Background: an optimization exercise with open tools, aiming at small area, a short achievable clock period and few clock cycles. Do not read the settings as production practice.
Where RTL was checked, it was by simulation tests only, not by an equivalence proof against the original.

== before ==
// seq_store_top
module seq_store_top (
  input  wire logic                  clk_i,
  input  wire logic                  rst_ni,
  input  wire logic                  rx_deshfu_valid_i,
  output logic                       rx_deshfu_ready_o,
  input  wire store_pkg::seq_entry_t rx_deshfu_i,
  input  wire logic                  txn_valid_i,
  output logic                       txn_ready_o,
  input  wire store_pkg::txn_beat_t  txn_i,
  input  wire logic                  meta_valid_i,
  output logic                       meta_ready_o,
  input  wire store_pkg::meta_t      meta_i,
  output logic                       axi_w_valid_o,
  input  wire logic                  axi_w_ready_i,
  output store_pkg::w_beat_t         axi_w_o
);
export LEC_CHECK = 0
export CAP_MARGIN = 20
export CORE_MARGIN = 2
export CORE_UTILIZATION = 60
export SETUP_SLACK_MARGIN = 3.3
export SLEW_MARGIN = 20
create_clock -name core_clock -period 6.3 [get_ports {clk_i}]
standard.sh (not shown) runs the stock make flow with config.mk's settings and CLKGATE_MAP_FILE= SYNTH_SCRIPT=/design/flow/synth_recipe.tcl, a recipe that flattens the netlist after the stock synthesis.
==> flow/flow/run.sh <==
#!/bin/bash
# Standard ORFS layout, with the port buffers inserted as the smallest buffer
# (the resizer still upsizes any that timing needs).
set -euo pipefail
export BUFFER_PORTS_ARGS="-buffer_cell sky130_fd_sc_hd__buf_1"
bash standard.sh finish > standard_flow.log 2>&1
Testbench counts of before, summed over its fixed seeds: cycles 8,613.
Here is what was changed in the inputs of after compared with before.
-- flow/design.v --
<<< before, line 69
  logic        tq_valid_q;
  logic [3:0]  tq_lower_q;
  logic [4:0]  tq_upper_q;
  logic        tq_last_q;
  logic        tq_final_q;
  logic        tn_valid_q;
  logic [3:0]  tn_lower_q;
  logic [4:0]  tn_upper_q;
  logic        tn_last_q;
  logic        tn_final_q;
>>> after, line 69
  logic        tq_valid_q;
  logic [3:0]  tq_lower_q;
  logic [4:0]  tq_cnt_q;
  logic        tq_last_q;
  logic        tq_final_q;
  logic        tn_valid_q;
  logic [3:0]  tn_lower_q;
  logic [4:0]  tn_cnt_q;
  logic        tn_last_q;
  logic        tn_final_q;
<<< before, line 136
    endcase
  end
  logic [4:0] ptr_c;
  logic [3:0] lower_c;
  logic [4:0] upper_c;
  logic [5:0] sum_a;
  logic [5:0] sum_b;
  logic [5:0] sum_c;
  logic [4:0] rot_a;
  logic [4:0] rot_b;
  logic [4:0] rot_c;
  assign ptr_c   = in_req_q ? ptr_q : moff0_q;
  assign lower_c = tq_valid_q ? tq_lower_q : tn_lower_q;
  assign upper_c = tq_valid_q ? tq_upper_q : tn_upper_q;
  assign sum_a = {1'b0, sum_q} + {1'b0, tn_upper_q} - {2'b0, tn_lower_q};
  assign sum_b = {1'b0, moff0_q} + {1'b0, tn_upper_q} - {2'b0, tn_lower_q};
  assign sum_c = {1'b0, ptr_c} + {1'b0, upper_c} - {2'b0, lower_c};
  assign rot_a = sum_q - {1'b0, tn_lower_q};
  assign rot_b = moff0_q - {1'b0, tn_lower_q};
  assign rot_c = ptr_c - {1'b0, lower_c};
  always_comb begin
    if (step) begin
      ptr_n = fin ? moff0_q : sum_q;
    end else begin
      ptr_n = ptr_c;
    end
  end
  logic [5:0] sum_s;
  logic [4:0] rot_s;
  always_comb begin
    if (step) begin
      sum_s = fin ? sum_b : sum_a;
      rot_s = fin ? rot_b : rot_a;
    end else begin
      sum_s = sum_c;
      rot_s = rot_c;
    end
  end
  always_ff @(posedge clk_i or negedge rst_ni) begin
    if (!rst_ni) begin
>>> after, line 136
    endcase
  end
  logic [3:0] lower_n;
  logic [4:0] cnt_n;
  logic [5:0] sum_s;
  logic [4:0] rot_s;
  always_comb begin
    if (step) begin
      ptr_n = fin ? moff0_q : sum_q;
    end else begin
      ptr_n = in_req_q ? ptr_q : moff0_q;
    end
    if (tn_move) begin
      lower_n = tn_lower_q;
      cnt_n   = tn_cnt_q;
    end else begin
      lower_n = tq_lower_q;
      cnt_n   = tq_cnt_q;
    end
  end
  assign sum_s = {1'b0, ptr_n} + {1'b0, cnt_n};
  assign rot_s = ptr_n - {1'b0, lower_n};
  always_ff @(posedge clk_i or negedge rst_ni) begin
    if (!rst_ni) begin
<<< before, line 212
    ptr_q  <= ptr_n;
    sum_q  <= sum_s[4:0];
    span_q <= step ? (fin ? sum_b > 6'd32 : sum_a > 6'd32) : sum_c > 6'd32;
    ge17_q <= step ? (fin ? sum_b >= 6'd17 : sum_a >= 6'd17) : sum_c >= 6'd17;
    ge32_q <= sum_s[5];
    rot_q  <= rot_s;
    if (tn_move) begin
      tq_lower_q <= tn_lower_q;
      tq_upper_q <= tn_upper_q;
      tq_last_q  <= tn_last_q;
      tq_final_q <= tn_final_q;
>>> after, line 196
    ptr_q  <= ptr_n;
    sum_q  <= sum_s[4:0];
    span_q <= sum_s > 6'd32;
    ge17_q <= sum_s >= 6'd17;
    ge32_q <= sum_s[5];
    rot_q  <= rot_s;
    if (tn_move) begin
      tq_lower_q <= tn_lower_q;
      tq_cnt_q   <= tn_cnt_q;
      tq_last_q  <= tn_last_q;
      tq_final_q <= tn_final_q;
<<< before, line 224
    if (tn_load) begin
      tn_lower_q <= txn_i.is_head ? txn_i.addr_off : 4'd0;
      tn_upper_q <= txn_i.is_last ? txn_i.lbn : 5'd16;
      tn_last_q  <= txn_i.is_last;
      tn_final_q <= txn_i.is_final;
>>> after, line 208
    if (tn_load) begin
      tn_lower_q <= txn_i.is_head ? txn_i.addr_off : 4'd0;
      tn_cnt_q   <= (txn_i.is_last ? txn_i.lbn : 5'd16)
                    - {1'b0, txn_i.is_head ? txn_i.addr_off : 4'd0};
      tn_last_q  <= txn_i.is_last;
      tn_final_q <= txn_i.is_final;
<<< before, line 285
    for (int k = 0; k < 16; k++) r0[k] = rot_q[0] ? r1[k+1] : r1[k];
  end
  logic [15:0][3:0] bus_nb;
  logic [15:0]      bus_en;
  logic [7:0]       bus_strb;
  always_comb begin
    for (int i = 0; i < 16; i++) begin
      if (4'(i) >= tq_lower_q && 5'(i) < tq_upper_q) begin
        bus_nb[i] = r0[i][3:0];
        bus_en[i] = r0[i][4];
>>> after, line 270
    for (int k = 0; k < 16; k++) r0[k] = rot_q[0] ? r1[k+1] : r1[k];
  end
  logic [4:0]       tq_upper;
  logic [15:0][3:0] bus_nb;
  assign tq_upper = {1'b0, tq_lower_q} + tq_cnt_q;
  logic [15:0]      bus_en;
  logic [7:0]       bus_strb;
  always_comb begin
    for (int i = 0; i < 16; i++) begin
      if (4'(i) >= tq_lower_q && 5'(i) < tq_upper) begin
        bus_nb[i] = r0[i][3:0];
        bus_en[i] = r0[i][4];
[summary]
Every run (before and after) finished clean. Diff before and after: critical path depth lower in after. Final period demand of the worst path, before and after: larger value in after. Per the comparison of after with before, sequential fraction of the synthesis area went up 2.1 points, number of standard cells in the layout, taps in and fillers out held, clock-buffer cell count went up 4. after leaves less setup margin than before. after against before; die area is down by a few percent. Maximum fanout encountered on the critical timing path sits lower in after than in before. Delta (after minus before): synthesized area divided by synthesized cell count dropped 4.8%, non-clock buffer count shows an increase of 34, clock distribution area overhead in the final layout has remained practically unchanged. Relative to before, overall routing resource usage has increased by 1.1 points in after. Diff before -> after | via count | decrease of 453.
Function not checked in after: the RTL went through the layout flow alone.

-- static timing again, ports no longer ideal --
Ports are ideal in the flow. The routed layouts listed here were re-timed in OpenROAD. Step 1, drivers: a clkbuf_16 drives clk_i and a buf_2 each remaining input, both assumed. Step 2 adds t to the input delays and takes it off the output delays; t is the mean of the earliest and latest rising clock arrival at the registers after step 1. Input paths then give back, and output paths get back, about the clock's delay inside the block. Three values: ideal ports, drivers, drivers and shift; two values: the first two.
run	t (ns)	setup WS [ns]	hold slack, ns	pins driven straight from the clock port
before	0.583	3.066 / 3.047 / 2.813	0.424 / 0.424 / 0.424	1
after	0.562	2.903 / 2.881 / 2.406	0.421 / 0.421 / 0.421	1
After both steps setup and hold are still met in every run listed. The setup slack of after, which loses most, moves by -0.022 ns with the drivers and by -0.497 ns with both steps.
